Background: an optimization exercise with open tools, aiming at small area, a short achievable clock period and few clock cycles per item. Do not read the settings as production practice. In this exercise RTL edits were held to simulation tests only and were not proved equivalent to the original. Power is estimated from default activity; no workload was simulated.

## job 1319
Design gcode_block_parser_top, start of the top module:
module gcode_block_parser_top #(
	parameter int AXIS_WORD_CHARS = 15,
	parameter int INT_WORD_DIGITS = 4
) (
	input  logic        clk,
	input  logic        arst_n,
	input  logic        cfg_we,
	input  logic [7:0]  cfg_wdata,
	input  logic        char_valid,
	input  logic [7:0]  char_in,
	output logic        char_ready,
	output logic        block_valid,
	input  logic        block_ready,
	output logic [13:0] block_number,
	output logic [1:0]  code_letter,
	output logic [6:0]  code_number,
	output logic [13:0] feed_value,
	output logic [13:0] repeat_count,
	output logic [31:0] x_milli,
	output logic [31:0] y_milli,
	output logic [31:0] z_milli,
	output logic [31:0] a_milli
);
	localparam int MAX_LIM = (AXIS_WORD_CHARS > INT_WORD_DIGITS) ? AXIS_WORD_CHARS
		: INT_WORD_DIGITS;
	localparam int CNT_W = $clog2(MAX_LIM + 1);
	localparam logic [CNT_W-1:0] LIM_AXIS = CNT_W'(AXIS_WORD_CHARS);
	localparam logic [CNT_W-1:0] LIM_INT = CNT_W'(INT_WORD_DIGITS);
	localparam logic [CNT_W-1:0] LIM_CODE = CNT_W'(2);
	localparam bit INT_SAT = (INT_WORD_DIGITS > 4);
	localparam int AW = 33;
	logic [7:0]       term_q;
	logic             cv_q;       
	gbp_pkg::cls_t    cls_q;      
	logic             ct_q;       
	logic [14:0]      wt_q;       
	logic             bv_q;       
	logic             first_q;    
	logic             cr_q;       
	logic             tk_q;       
	gbp_pkg::kind_t            kind_q;
	logic             pw_q;       
	logic [CNT_W-1:0] cnt_q;
	logic             neg_q, pt_q, st_q, en_q, ovf_q;
	logic [1:0]       fd_q;
	logic             mul10_q;    
	logic             frac_q;     
	logic             mul10b_q;   
	logic             fracb_q;
	logic [1:0]       wsel_q;     
	logic [AW-1:0]    acc_q;
  ...
export LEC_CHECK = 0
export ABC_AREA = 1
export ABC_CLOCK_PERIOD_IN_PS = 3000
export CAP_MARGIN = 20
export CORE_MARGIN = 2
export CORE_UTILIZATION = 40
export CTS_BUF_LIST = sky130_fd_sc_hd__clkbuf_16
export CTS_CLUSTER_DIAMETER = 120
export CTS_CLUSTER_SIZE = 20
export SETUP_SLACK_MARGIN = 4.7
export SLEW_MARGIN = 20
create_clock -name core_clock -period 8.0 [get_ports {clk}]
standard.sh (not shown) runs the stock make flow with config.mk's settings and CLKGATE_MAP_FILE= SYNTH_SCRIPT=/design/flow/synth_recipe.tcl, a recipe that flattens the netlist after the stock synthesis.
==> flow/flow/run.sh <==
#!/bin/bash
set -euo pipefail
bash standard.sh "BUFFER_PORTS_ARGS=-buffer_cell sky130_fd_sc_hd__buf_1" finish > flow_make.log 2>&1
The final layout from job 1319, which completed every stage, passed the timing, design-rule and antenna checks at the end of the flow.
Testbench counts of job 1319, summed over its fixed seeds: cycles 82,158, chars 82,147.
For job 6663, these inputs were changed with respect to job 1319:
- swapping 20 for 24 in CTS_CLUSTER_SIZE
- clearing ABC_CLOCK_PERIOD_IN_PS, which used to be 3000
### Flow results
Between job 1319 and job 6663, the cell count figures differ only marginally. Total area of sequential cells of job 1319 is on par with job 6663. Sort job 1319 and job 6663 by clock group share of total power desc -> top: job 1319. In the flow results for job 1319 and job 6663, the max-slew headroom at the worst pin is smaller on job 6663. The worst stage delay on the critical path in job 6663 sits 20 ps above the value recorded for job 1319. Power was higher in the run labelled job 1319. Changes observed in job 6663 relative to job 1319: highest clock frequency the design can meet shrank by about 0.43%; combinational group share of total power increased 0.5 points; fraction of area in registers closely matched the old numbers; setup slack down 14 ps. Between job 6663 and job 1319, the smallest hold slack figures differ only marginally.
The inputs of job 5973 differ from those of job 6663 as listed below.
- a change of CTS_CLUSTER_SIZE from 24 to 20
- a change of CORE_UTILIZATION from 40 to 65
## What came out
Going from job 6663 to job 5973, power density over the cells shows an increase of 3.2%; critical path depth shows a reduction of 2. Going from job 6663 to job 5973, final weighted congestion in routability-driven placement now larger; worst setup slack down 110 ps; final critical path time including I/O delays and setup increased by 110 ps relative to the old numbers. Lower largest stage delay on the critical path was reported by job 6663, not job 5973. Job 5973 vs job 6663: wire length down by a few percent. Comparing job 5973 against job 6663, there is no change at all in sum of negative setup slack. Insertion delay of the later-clocked pin in the worst-skew pair essentially unchanged between job 6663 and job 5973.
### job 5973 -> job 8346
- CORE_UTILIZATION: 65 -> 40
- PLACE_DENSITY: unset -> 0.8
==> comparison <==
- Going from job 5973 to job 8346, fill cell instance count of the final layout grows by about 90%.
- Worst path arrival time was lower in the run labelled job 5973.
- For hold slack, job 5973 and job 8346 come out practically identical.
- Between job 5973 and job 8346, the number of multi-input combinational cells in the layout does not differ in any meaningful way.
- Lower total track usage goes to job 8346 over job 5973.
- Sort job 8346 and job 5973 by share of post-route cells with drive strength above 1, ascending, and job 5973 comes first.
- [compare] base=job 5973 new=job 8346: power went up 1.1%, buffers plus inverters on the worst setup path rose 2.
Changes in job 5233 relative to job 8346:
- a change of CAP_MARGIN from 20 to 5
- a change of PLACE_DENSITY from 0.8 to 0.75
- a change of SLEW_MARGIN from 20 to 5
==> run summary <==
- Route | job 5233 vs job 8346 | wire shorter in job 5233
- Job 5233 -> job 8346: maximum level of the CTS H-tree delta 0, exact match
- On relative area change from synthesis to final layout: job 5233 sits below job 8346.
- Job 5233 reports a higher number of optimization iterations in the first detailed-route pass than job 8346 does.
- Job 5233 vs. job 8346: number of stages on the worst setup path shrank by 1; final layout net count shrank by 13.
Modified inputs, job 3004 compared to job 5233
- a change of SLEW_MARGIN from 5 to 20
- a deleted PLACE_DENSITY that had been 0.75
- a change of CAP_MARGIN from 5 to 20
[summary]
Looking at power share of the clock group, job 3004 sits 0.5 points lower than job 5233 does.
Job 3004 completed end to end with timing, DRC and antenna clean.
Signed area change from the synthesized netlist to the final layout in job 3004 vs job 5233: up 0.53 points
Looking at global-route usage, job 3004 sits 0.58 points above job 5233.
Setup slack in job 3004 is 17 ps higher than in job 5233
Compared job 5233 against job 3004; switching part of the total within noise.
Share of the core filled with cells in job 3004 is 0.22 points above job 5233.
Changes observed in job 3004 relative to job 5233: number of ordinary and repair buffers in the finished layout grew by about 2.8%, static leakage grew by about 0.33%, shortest clock period the worst path allows after layout shrank by 17 ps.

==> static timing again, ports no longer ideal <==
The results above use ideal ports. As a check the final layouts listed here were re-extracted and re-timed, cells and wires unchanged. Step 1 sets driving cells, clkbuf_16 on the clock port and buf_2 on the other inputs (assumed; they add their load-dependent delay and slew). Step 2 adds t to the input delays and takes it off the output delays; t is the mean of the earliest and latest rising clock arrival at the registers after step 1. Input paths then give back, and output paths get back, about the clock's delay inside the block. Three values: no drivers, after step 1, after step 2; two values: the first two.
run	t (ns)	setup WS [ns]	hold WS [ns]
job 1319	0.542	4.889 / 4.889 / 4.381	0.483 / 0.483 / 0.483
job 6663	0.548	4.876 / 4.876 / 4.398	0.483 / 0.483 / 0.483
job 5973	0.543	4.765 / 4.765 / 4.397	0.479 / 0.479 / 0.479
job 8346	0.556	4.677 / 4.677 / 4.328	0.477 / 0.477 / 0.477
job 5233	0.546	4.872 / 4.872 / 4.381	0.481 / 0.481 / 0.481
job 3004	0.542	4.889 / 4.889 / 4.381	0.483 / 0.483 / 0.483
After both steps every run listed still meets setup and hold.
